From an optimization exercise on the open Yosys and OpenROAD flow, aimed at a short achievable clock period and few clock cycles per item; shortcuts taken in it are not production practice. In this exercise RTL edits were held to simulation tests only and were not proved equivalent to the original. No driver is modelled on the clock port, so clocking that relies on it looks cheaper here than on a real chip. Power is estimated from default activity; no workload was simulated.

==> run a <==
==> flow/design.v (excerpt) <==
module ppm_image_stream_decoder_unit
#(
  parameter int MAX_DIM = 65535
) (
  input  wire logic        clk,
  input  wire logic        rst,
  input  wire logic        byte_valid,
  output logic             byte_stall,
  input  wire logic [9:0]  byte_data,
  output logic             result_valid,
  input  wire logic        result_stall,
  output logic [101:0]     result_data
);
  localparam logic [16:0] MAX_DIM_V = 17'(MAX_DIM);
  logic hold;
  assign byte_stall = hold;
  logic       in_v, in_sof, in_eof, force_sof;
  logic [7:0] in_b;
  always_ff @(posedge clk) begin
    if (rst) begin
      in_v <= 1'b0;
      force_sof <= 1'b1;
    end else if (!hold) begin
      in_v <= byte_valid;
      if (byte_valid) force_sof <= 1'b0;
    end
    if (!hold) begin
      in_b   <= byte_data[9:2];
      in_sof <= byte_data[1] | force_sof;
      in_eof <= byte_data[0];
    end
  end
  logic       c_v, c_sof, c_eof;
  logic [7:0] c_b;
  logic       c_ws, c_hash, c_lf, c_cr, c_dig, c_sign, c_minus, c_p, c_3, c_6;
  logic [3:0] c_dv;
  always_ff @(posedge clk) begin
    if (rst) c_v <= 1'b0;
    else if (!hold) c_v <= in_v;
    if (!hold) begin
      c_sof   <= in_sof;
      c_eof   <= in_eof;
      c_b     <= in_b;
      c_ws    <= (in_b == 8'h20) || (in_b >= 8'h09 && in_b <= 8'h0D);
      c_hash  <= (in_b == 8'h23);
      c_lf    <= (in_b == 8'h0A);
      c_cr    <= (in_b == 8'h0D);
      c_dig   <= (in_b >= 8'h30 && in_b <= 8'h39);
      c_sign  <= (in_b == 8'h2B) || (in_b == 8'h2D);
      c_minus <= (in_b == 8'h2D);
      c_p     <= (in_b == 8'h50);
      c_3     <= (in_b == 8'h33);
      c_6     <= (in_b == 8'h36);
      c_dv    <= in_b[3:0];
    end
  end
  logic [2:0]  t_ph;
  logic        t_txt;           
  logic        t_bin, t_cmt, t_st, t_ng, t_inv, t_dg, t_ovf, t_crs;
  logic [19:0] t_bcd;
  logic [1:0]  t_ml;
  logic        t_mp, t_m3, t_m6;
  logic        e_v, e_sof, e_eof, e_tok, e_smp;
  logic [2:0]  e_ph;
  logic        e_bin, e_mok, e_good, e_ng, e_ovf;
  logic [19:0] e_bcd;
  logic [7:0]  e_b;
  logic [2:0]  n_ph;
  ...
clock: 8.0 ns
lec_check: 0
cap_margin: 20
core_margin: 2
core_utilization: 40
slew_margin: 20
run.sh (not shown) runs the stock make flow with config.mk's settings and CLKGATE_MAP_FILE= SYNTH_SCRIPT=/design/flow/synth_recipe.tcl, a recipe that flattens the netlist after the stock synthesis.
==> run b (differences from run a) <==
--- a/flow/config.mk
+++ b/flow/config.mk
@@ -5,7 +5,9 @@
 export SDC_FILE = /design/flow/constraint.sdc
 export NUM_CORES = 4
 export LEC_CHECK = 0
+export ABC_CLOCK_PERIOD_IN_PS = 2500
 export CAP_MARGIN = 20
 export CORE_MARGIN = 2
 export CORE_UTILIZATION = 40
+export SETUP_SLACK_MARGIN = 5
 export SLEW_MARGIN = 20
==> impl_metrics.py <==
metrics = {
    "routing": {
        "wl_met3_mm": 4.80,
        "routed_wl_mm": 113,
    },
    "run_status": {
        "outcome": "finished clean",
    },
    "grt": {
        "grt_pass1_vias": 31886,
    },
    "finish": {
        "multi_input_area_share_pct": 21.1,
        "fin_area_mm2": 0.0762,
    },
}
-- figures above: run b

==> impl_metrics.py <==
metrics = {
    "run_status": {
        "outcome": "finished clean",
    },
    "finish": {
        "largest_register": "q_mem",
        "fin_area_mm2": 0.0761,
    },
    "clocking": {
        "htree_levels": 4,
    },
    "grt": {
        "grt_pass1_vias": 31704,
    },
    "placed_design": {
        "place_ws_ns": 3.61,
    },
}
-- figures above: run a

Testbench counts of run a, summed over its fixed seeds: cycles 61,437, items 61,285.
Testbench counts of run b, summed over its fixed seeds: cycles 61,437, items 61,285.

========
==> inputs of pepper <==
ppm_image_stream_decoder_unit, a different RTL version from the one above (not shown whole).
==> flow/config.mk <==
export PLATFORM = sky130hd
export DESIGN_NAME = ppm_image_stream_decoder_unit
export DESIGN_NICKNAME = ppm_image_stream_decoder_unit
export VERILOG_FILES = /design/flow/design.v
export SDC_FILE = /design/flow/constraint.sdc
export NUM_CORES = 4
export LEC_CHECK = 0
export ABC_CLOCK_PERIOD_IN_PS = 2500
export CAP_MARGIN = 20
export CORE_MARGIN = 2
export CORE_UTILIZATION = 40
export CTS_CLUSTER_DIAMETER = 150
export CTS_CLUSTER_SIZE = 20
export SLEW_MARGIN = 20
==> flow/constraint.sdc <==
create_clock -name core_clock -period 8.0 [get_ports {clk}]
set_input_delay 1.6000 -clock core_clock [delete_from_list [all_inputs] [get_ports {clk}]]
set_output_delay 1.6000 -clock core_clock [all_outputs]
set_load 0.01 [all_outputs]
standard.sh (not shown) runs the stock make flow with config.mk's settings and CLKGATE_MAP_FILE= SYNTH_SCRIPT=/design/flow/synth_recipe.tcl, a recipe that flattens the netlist after the stock synthesis.
==> flow/flow/run.sh <==
#!/bin/bash
# Standard layout, with three additions:
#  - after placement, output buffers and the flip-flops driving them are
#    moved next to their pins (pullout.tcl);
#  - after CTS, the top of the clock tree is flattened (retree.tcl);
#  - the resizer's setup repair aims below the clock period (a larger
#    slack margin).
# Each tool's output goes to its own log in this folder.
set -euo pipefail
export RES=orfs/results/$FLOW_PLATFORM/ppm_image_stream_decoder_unit/base
bash standard.sh SETUP_SLACK_MARGIN=6 place > standard_place.log 2>&1
openroad -no_init -exit flow/pullout.tcl > pullout.log 2>&1
bash standard.sh SETUP_SLACK_MARGIN=6 cts > standard_cts.log 2>&1
openroad -no_init -exit flow/retree.tcl > retree.log 2>&1
bash standard.sh SETUP_SLACK_MARGIN=6 finish > standard_finish.log 2>&1
Other scripts of this flow, unchanged in this note and not shown: flow/flow/pullout.tcl, flow/flow/pullout_proc.tcl, flow/flow/retree.tcl, flow/flow/retree_proc.tcl
==> willow (differences from pepper) <==
--- a/flow/design.v
+++ b/flow/design.v
@@ -109,31 +109,31 @@
   logic [7:0]  e_b;
   logic [2:0]  n_ph;
   logic        n_txt, n_bin, n_cmt, n_st, n_ng, n_inv, n_dg, n_ovf, n_crs;
   logic [19:0] n_bcd;
   logic [1:0]  n_ml;
   logic        n_mp, n_m3, n_m6;
   logic        is_char, fin, tok_end, smp, n_mok;
   always_comb begin
-    n_ph  = t_ph;
-    n_txt = t_txt;
-    n_bin = t_bin;
-    n_cmt = t_cmt;
-    n_st = t_st;
-    n_ng = t_ng;
-    n_inv = t_inv;
-    n_dg = t_dg;
-    n_ovf = t_ovf;
-    n_crs = t_crs;
-    n_bcd = t_bcd;
-    n_ml = t_ml;
-    n_mp = t_mp;
-    n_m3 = t_m3;
-    n_m6 = t_m6;
+    n_ph  = c_sof ? ppmdec_pkg::PH_MAGIC : t_ph;
+    n_txt = c_sof ? 1'b1 : t_txt;
+    n_bin = c_sof ? 1'b0 : t_bin;
+    n_cmt = c_sof ? 1'b0 : t_cmt;
+    n_st  = c_sof ? 1'b0 : t_st;
+    n_ng  = c_sof ? 1'b0 : t_ng;
+    n_inv = c_sof ? 1'b0 : t_inv;
+    n_dg  = c_sof ? 1'b0 : t_dg;
+    n_ovf = c_sof ? 1'b0 : t_ovf;
+    n_crs = c_sof ? 1'b0 : t_crs;
+    n_bcd = c_sof ? 20'd0 : t_bcd;
+    n_ml  = c_sof ? 2'd0 : t_ml;
+    n_mp  = c_sof ? 1'b0 : t_mp;
+    n_m3  = c_sof ? 1'b0 : t_m3;
+    n_m6  = c_sof ? 1'b0 : t_m6;
     is_char = 1'b0;
     fin     = 1'b0;
     smp     = 1'b0;
     if (n_cmt) begin
       if (c_lf) n_cmt = 1'b0;
     end else if (n_txt) begin
       if (c_ws || c_hash) begin
         fin = n_st;
@@ -206,59 +206,24 @@
         endcase
       end else begin
         t_st <= n_st; t_ng <= n_ng; t_inv <= n_inv; t_dg <= n_dg;
         t_ovf <= n_ovf; t_bcd <= n_bcd;
         t_ml <= n_ml; t_mp <= n_mp; t_m3 <= n_m3; t_m6 <= n_m6;
         t_bin <= n_bin; t_txt <= n_txt; t_ph <= n_ph;
       end
     end
-    if (!hold && c_sof) begin
-      e_tok  <= c_eof && !c_ws && !c_hash;
-      e_smp  <= 1'b0;
-      e_ph   <= ppmdec_pkg::PH_MAGIC;
-      e_bin  <= 1'b0;
-      e_mok  <= 1'b0;
-      e_good <= 1'b0;
-      e_ng   <= 1'b0;
-      e_ovf  <= 1'b0;
-      e_bcd  <= 20'd0;
-    end
-    if (!hold && c_v && c_sof) begin
-      t_cmt <= c_hash;
-      t_crs <= 1'b0;
-      t_st  <= !c_ws && !c_hash && !c_eof;
-      t_ng <= 1'b0; t_inv <= 1'b0; t_dg <= 1'b0; t_ovf <= 1'b0; t_bcd <= 20'd0;
-      t_ml  <= (!c_ws && !c_hash && !c_eof) ? 2'd1 : 2'd0;
-      t_mp  <= !c_ws && !c_hash && !c_eof && c_p;
-      t_m3 <= 1'b0; t_m6 <= 1'b0;
-      t_bin <= 1'b0; t_txt <= 1'b1; t_ph <= ppmdec_pkg::PH_MAGIC;
-    end
   end
   logic        v1_v, v1_sof, v1_eof, v1_tok, v1_smp;
   logic [2:0]  v1_ph;
-  logic        v1_bin, v1_mok, v1_good, v1_ng, v1_ovf, v1_nz, v1_big, v1_le255;
+  logic        v1_bin, v1_mok, v1_good, v1_ng, v1_ovf, v1_nz;
   logic [16:0] v1_t4, v1_t3;
   logic [9:0]  v1_t2;
   logic [6:0]  v1_t1;
   logic [7:0]  v1_byte;
-  localparam logic [3:0] MD4 = 4'((MAX_DIM / 10000) % 10);
-  localparam logic [3:0] MD3 = 4'((MAX_DIM / 1000) % 10);
-  localparam logic [3:0] MD2 = 4'((MAX_DIM / 100) % 10);
-  localparam logic [3:0] MD1 = 4'((MAX_DIM / 10) % 10);
-  localparam logic [3:0] MD0 = 4'(MAX_DIM % 10);
-  logic e_gtmax, e_le255;
-  assign e_gtmax = (MAX_DIM > 99999) ? 1'b0 :
-                   (e_bcd[19:16] > MD4) || (e_bcd[19:16] == MD4 &&
-                   ((e_bcd[15:12] > MD3) || (e_bcd[15:12] == MD3 &&
-                   ((e_bcd[11:8] > MD2) || (e_bcd[11:8] == MD2 &&
-                   ((e_bcd[7:4] > MD1) || (e_bcd[7:4] == MD1 && e_bcd[3:0] > MD0)))))));
-  assign e_le255 = (e_bcd[19:12] == 8'd0) &&
-                   ((e_bcd[11:8] < 4'd2) || (e_bcd[11:8] == 4'd2 &&
-                   ((e_bcd[7:4] < 4'd5) || (e_bcd[7:4] == 4'd5 && e_bcd[3:0] <= 4'd5))));
   logic [16:0] e_t4, e_t3;
   logic [9:0]  e_t2, e_t1;
   always_comb begin
     unique case (e_bcd[19:16])
       4'd0: e_t4 = 17'd0;
       4'd1: e_t4 = 17'd10000;
       4'd2: e_t4 = 17'd20000;
       4'd3: e_t4 = 17'd30000;
@@ -319,82 +284,77 @@
   always_ff @(posedge clk) begin
     if (rst) v1_v <= 1'b0;
     else if (!hold) v1_v <= e_v;
     if (!hold) begin
       v1_sof <= e_sof; v1_eof <= e_eof; v1_tok <= e_tok; v1_smp <= e_smp;
       v1_ph <= e_ph; v1_bin <= e_bin; v1_mok <= e_mok; v1_good <= e_good;
       v1_ng <= e_ng; v1_ovf <= e_ovf; v1_byte <= e_b;
       v1_nz <= e_ovf || (e_bcd != 20'd0);
-      v1_big <= e_ovf || e_gtmax;
-      v1_le255 <= !e_ovf && e_le255;
       v1_t4 <= e_t4;
       v1_t3 <= e_t3;
       v1_t2 <= e_t2;
       v1_t1 <= 7'(e_t1) + 7'(e_bcd[3:0]);
     end
   end
   logic        v2_v, v2_sof, v2_eof, v2_tok, v2_smp;
   logic [2:0]  v2_ph;
-  logic        v2_bin, v2_mok, v2_good, v2_neg, v2_ovf, v2_nz, v2_big, v2_le255;
+  logic        v2_bin, v2_mok, v2_good, v2_neg, v2_ovf, v2_nz;
   logic [16:0] v2_hi;
   logic [9:0]  v2_lo;
   logic [7:0]  v2_byte;
   always_ff @(posedge clk) begin
     if (rst) v2_v <= 1'b0;
     else if (!hold) v2_v <= v1_v;
     if (!hold) begin
       v2_sof <= v1_sof; v2_eof <= v1_eof; v2_tok <= v1_tok; v2_smp <= v1_smp;
       v2_ph <= v1_ph; v2_bin <= v1_bin; v2_mok <= v1_mok; v2_good <= v1_good;
       v2_neg <= v1_ng && v1_nz; v2_ovf <= v1_ovf; v2_nz <= v1_nz; v2_byte <= v1_byte;
-      v2_big <= v1_big; v2_le255 <= v1_le255;
       v2_hi <= v1_t4 + v1_t3;
       v2_lo <= v1_t2 + 10'(v1_t1);
     end
   end
   logic        v3_v, v3_sof, v3_eof, v3_tok, v3_smp;
   logic [2:0]  v3_ph;
-  logic        v3_bin, v3_mok, v3_good, v3_neg, v3_ovf, v3_nz, v3_big, v3_le255;
+  logic        v3_bin, v3_mok, v3_good, v3_neg, v3_ovf, v3_nz;
   logic [16:0] v3_val;
   logic [7:0]  v3_byte;
   always_ff @(posedge clk) begin
     if (rst) v3_v <= 1'b0;
     else if (!hold) v3_v <= v2_v;
     if (!hold) begin
       v3_sof <= v2_sof; v3_eof <= v2_eof; v3_tok <= v2_tok; v3_smp <= v2_smp;
       v3_ph <= v2_ph; v3_bin <= v2_bin; v3_mok <= v2_mok; v3_good <= v2_good;
       v3_neg <= v2_neg; v3_ovf <= v2_ovf; v3_nz <= v2_nz; v3_byte <= v2_byte;
-      v3_big <= v2_big; v3_le255 <= v2_le255;
       v3_val <= v2_hi + 17'(v2_lo);
     end
   end
   logic [15:0] hw, hh;
-  logic        hwz, hhz;    
   logic [7:0]  hm;
   logic        v_big, v_le255;
   logic [15:0] v_dim;
   logic [1:0]  v_kind;
   logic [2:0]  v_code;
   logic [7:0]  v_s;
   logic        v_bad;
   always_comb begin
-    v_big   = v3_big;
-    v_le255 = v3_le255;
+    v_big   = v3_ovf || (v3_val > MAX_DIM_V);
+    v_le255 = !v3_ovf && (v3_val[16:8] == 9'd0);
     v_dim   = (v3_neg || v_big) ? 16'd0 : v3_val[15:0];
     v_kind  = ppmdec_pkg::EV_NONE;
     v_code  = ppmdec_pkg::ERR_MAGIC;
     v_s     = v3_val[7:0];
     v_bad   = 1'b0;
     if (v3_tok) begin
       if (v3_ph == ppmdec_pkg::PH_MAGIC) begin
         if (!v3_mok) v_kind = ppmdec_pkg::EV_ERROR;
       end else if (!v3_good) begin
         v_kind = ppmdec_pkg::EV_ERROR; v_code = ppmdec_pkg::ERR_INTEGER;
       end else if (v3_ph == ppmdec_pkg::PH_MAXVAL) begin
-        if (hwz || hhz) begin
+        if (hw == 16'd0 || hh == 16'd0) begin
           v_kind = ppmdec_pkg::EV_ERROR; v_code = ppmdec_pkg::ERR_SIZE;
         end else if (v3_neg || !v3_nz || !v_le255) begin
           v_kind = ppmdec_pkg::EV_ERROR; v_code = ppmdec_pkg::ERR_MAXVAL;
         end else begin
           v_kind = ppmdec_pkg::EV_HEADER;
         end
       end else if (v3_ph == ppmdec_pkg::PH_PIXELS) begin
         v_kind = ppmdec_pkg::EV_SAMPLE;
@@ -455,18 +415,18 @@
       p_x[1] <= {1'b0, p_x[0][7:0], 8'd0} - {9'd0, p_x[0][7:0]};
       p_x[2] <= {p_x[1][15:0], 1'b0} + {9'd0, p_m[1]};
       for (int k = 3; k < NK; k++) begin
         p_x[k][16:8] <= d_ge[k] ? 9'(d_t[k] - {1'b0, p_m[k-1], 1'b0}) : d_t[k][8:0];
         p_x[k][7:0]  <= {p_x[k-1][6:0], d_ge[k]};
       end
     end
     if (!hold && v3_v && v3_tok) begin
-      if (v3_ph == ppmdec_pkg::PH_WIDTH)  begin hw <= v_dim; hwz <= v3_neg || v3_big || !v3_nz; end
-      if (v3_ph == ppmdec_pkg::PH_HEIGHT) begin hh <= v_dim; hhz <= v3_neg || v3_big || !v3_nz; end
+      if (v3_ph == ppmdec_pkg::PH_WIDTH)  hw <= v_dim;
+      if (v3_ph == ppmdec_pkg::PH_HEIGHT) hh <= v_dim;
       if (v3_ph == ppmdec_pkg::PH_MAXVAL) hm <= v3_val[7:0];
     end
   end
   localparam int RW = 62;
   logic        s_stop, s_done, s_rf;
   logic [1:0]  s_comp;
   logic [7:0]  s_red, s_green;
   logic [15:0] s_col, s_row, s_wm1, s_hm1;
@@ -566,46 +526,41 @@
         end
       end
     end
   end
   localparam logic [RW-1:0] RES_INCOMPLETE =
     {ppmdec_pkg::KIND_ERROR, ppmdec_pkg::ERR_INCOMPLETE, 1'b1, 56'd0};
   logic [3:0][RW-1:0] q_mem;
   logic [1:0]  q_wp, q_rp, q_rp1;
-  logic [3:0]  q_th, q_th_a, q_th_p;
-  logic        q_th3, q_th2, q_nt1, q_nt0;
+  logic [3:0]  q_th, q_th_a, q_th_p;    
   logic        push, pop;
   logic        out_v;
   logic [RW-1:0] q_c0, q_c1;
   logic [101:0] out_d, q_e0, q_e1;
   assign push = rr_v && !hold;
-  assign q_th = {q_th3, q_th2, !q_nt1, !q_nt0};
-  assign pop  = !q_nt0 && !result_stall;
+  assign pop  = out_v && !result_stall;
   assign q_th_a = !push ? q_th : (rr_two ? {q_th[1:0], 2'b11} : {q_th[2:0], 1'b1});
   assign q_th_p = {1'b0, q_th_a[3:1]};
   assign q_c0 = !q_th[0] ? rr_a : q_mem[q_rp];
   assign q_rp1 = q_rp + 2'd1;
   assign q_c1 = q_th[1] ? q_mem[q_rp1] : rr_a;
   assign q_e0 = {q_c0[61:60],
                  (q_c0[61:60] == ppmdec_pkg::KIND_PIXEL) ? q_c0[55:0] : 56'd0,
                  !q_c0[61] ? q_c0[55:16] : 40'd0,
                  q_c0[59:56]};
   assign q_e1 = {q_c1[61:60],
                  (q_c1[61:60] == ppmdec_pkg::KIND_PIXEL) ? q_c1[55:0] : 56'd0,
                  !q_c1[61] ? q_c1[55:16] : 40'd0,
                  q_c1[59:56]};
   always_ff @(posedge clk) begin
     if (rst) begin
-      q_th3 <= 1'b0; q_th2 <= 1'b0; q_nt1 <= 1'b1; q_nt0 <= 1'b1; q_wp <= 2'd0; q_rp <= 2'd0; out_v <= 1'b0; hold <= 1'b0; in_stall <= 1'b0;
+      q_th <= 4'd0; q_wp <= 2'd0; q_rp <= 2'd0; out_v <= 1'b0; hold <= 1'b0; in_stall <= 1'b0;
     end else begin
-      q_th3 <= pop ? q_th_p[3] : q_th_a[3];
-      q_th2 <= pop ? q_th_p[2] : q_th_a[2];
-      q_nt1 <= pop ? !q_th_p[1] : !q_th_a[1];
-      q_nt0 <= pop ? !q_th_p[0] : !q_th_a[0];
+      q_th  <= pop ? q_th_p : q_th_a;
       hold  <= pop ? q_th_p[2] : q_th_a[2];
       in_stall <= pop ? q_th_p[1] : q_th_a[1];
       if (push) q_wp <= q_wp + (rr_two ? 2'd2 : 2'd1);
       if (pop) q_rp <= q_rp1;
       out_v <= pop ? q_th_p[0] : q_th_a[0];
     end
     for (int i = 0; i < 4; i++) begin
       if (push && q_wp == 2'(i)) q_mem[i] <= rr_a;
CTS_CLUSTER_DIAMETER = 120   (was 150)
CTS_CLUSTER_SIZE = 25   (was 20)
==> comparison <==
- willow finished clean. pepper completed without violations.
- Between pepper and willow, the lower sequential power is in pepper (gap about 9%, measured against willow).
- Worst hold slack: pepper is better than willow (0.012 ns).
- Synthesized area: pepper is smaller than willow (0.64%).
- Against pepper, the non-clock buffer count of willow is higher by 16.
- In pepper the worst setup slack is higher than in willow, by 0.18 ns.
- In pepper the global-route usage is lower than in willow, by 0.16 points.
- In willow the flip-flop and latch count is lower than in pepper, by 4.
- Wire length: willow is higher than pepper (3.9%).
Testbench counts of pepper, summed over its fixed seeds: cycles 61,437, items 61,285.
Testbench counts of willow, summed over its fixed seeds: cycles 61,437, items 61,285.

port drivers added, routing unchanged:
Ports are ideal in the flow. The routed layouts listed here were re-timed in OpenROAD. Step 1, drivers: a clkbuf_16 drives clk and a buf_2 each remaining input, both assumed. Step 2 moves the port delays by t, midway between the first and last clock arrival at a register: inputs arrive t later, outputs are due t later. That takes back most of the time a late clock gives input paths. Three values: ideal, step 1, step 2; two values: the first two.
| run | t (ns) | setup WS [ns] | slew at the worst register clock pin (ns) | cell pins on the clock port's net |
|---|---|---|---|---|
| run a | 0.834 | 3.584 / 3.584 / 3.584 | 0.07 / 0.07 | 1 |
| run b | 0.833 | 4.151 / 4.151 / 4.151 | 0.06 / 0.06 | 1 |
| pepper | 0.663 | 5.418 / 5.262 / 5.083 | 0.09 / 0.09 | 4 |
| willow | 0.629 | 5.234 / 5.234 / 5.078 | 0.11 / 0.11 | 4 |
After both steps every run listed still meets setup and hold. The setup slack of pepper, which loses most, moves by -0.156 ns with the drivers and by -0.335 ns with both steps.
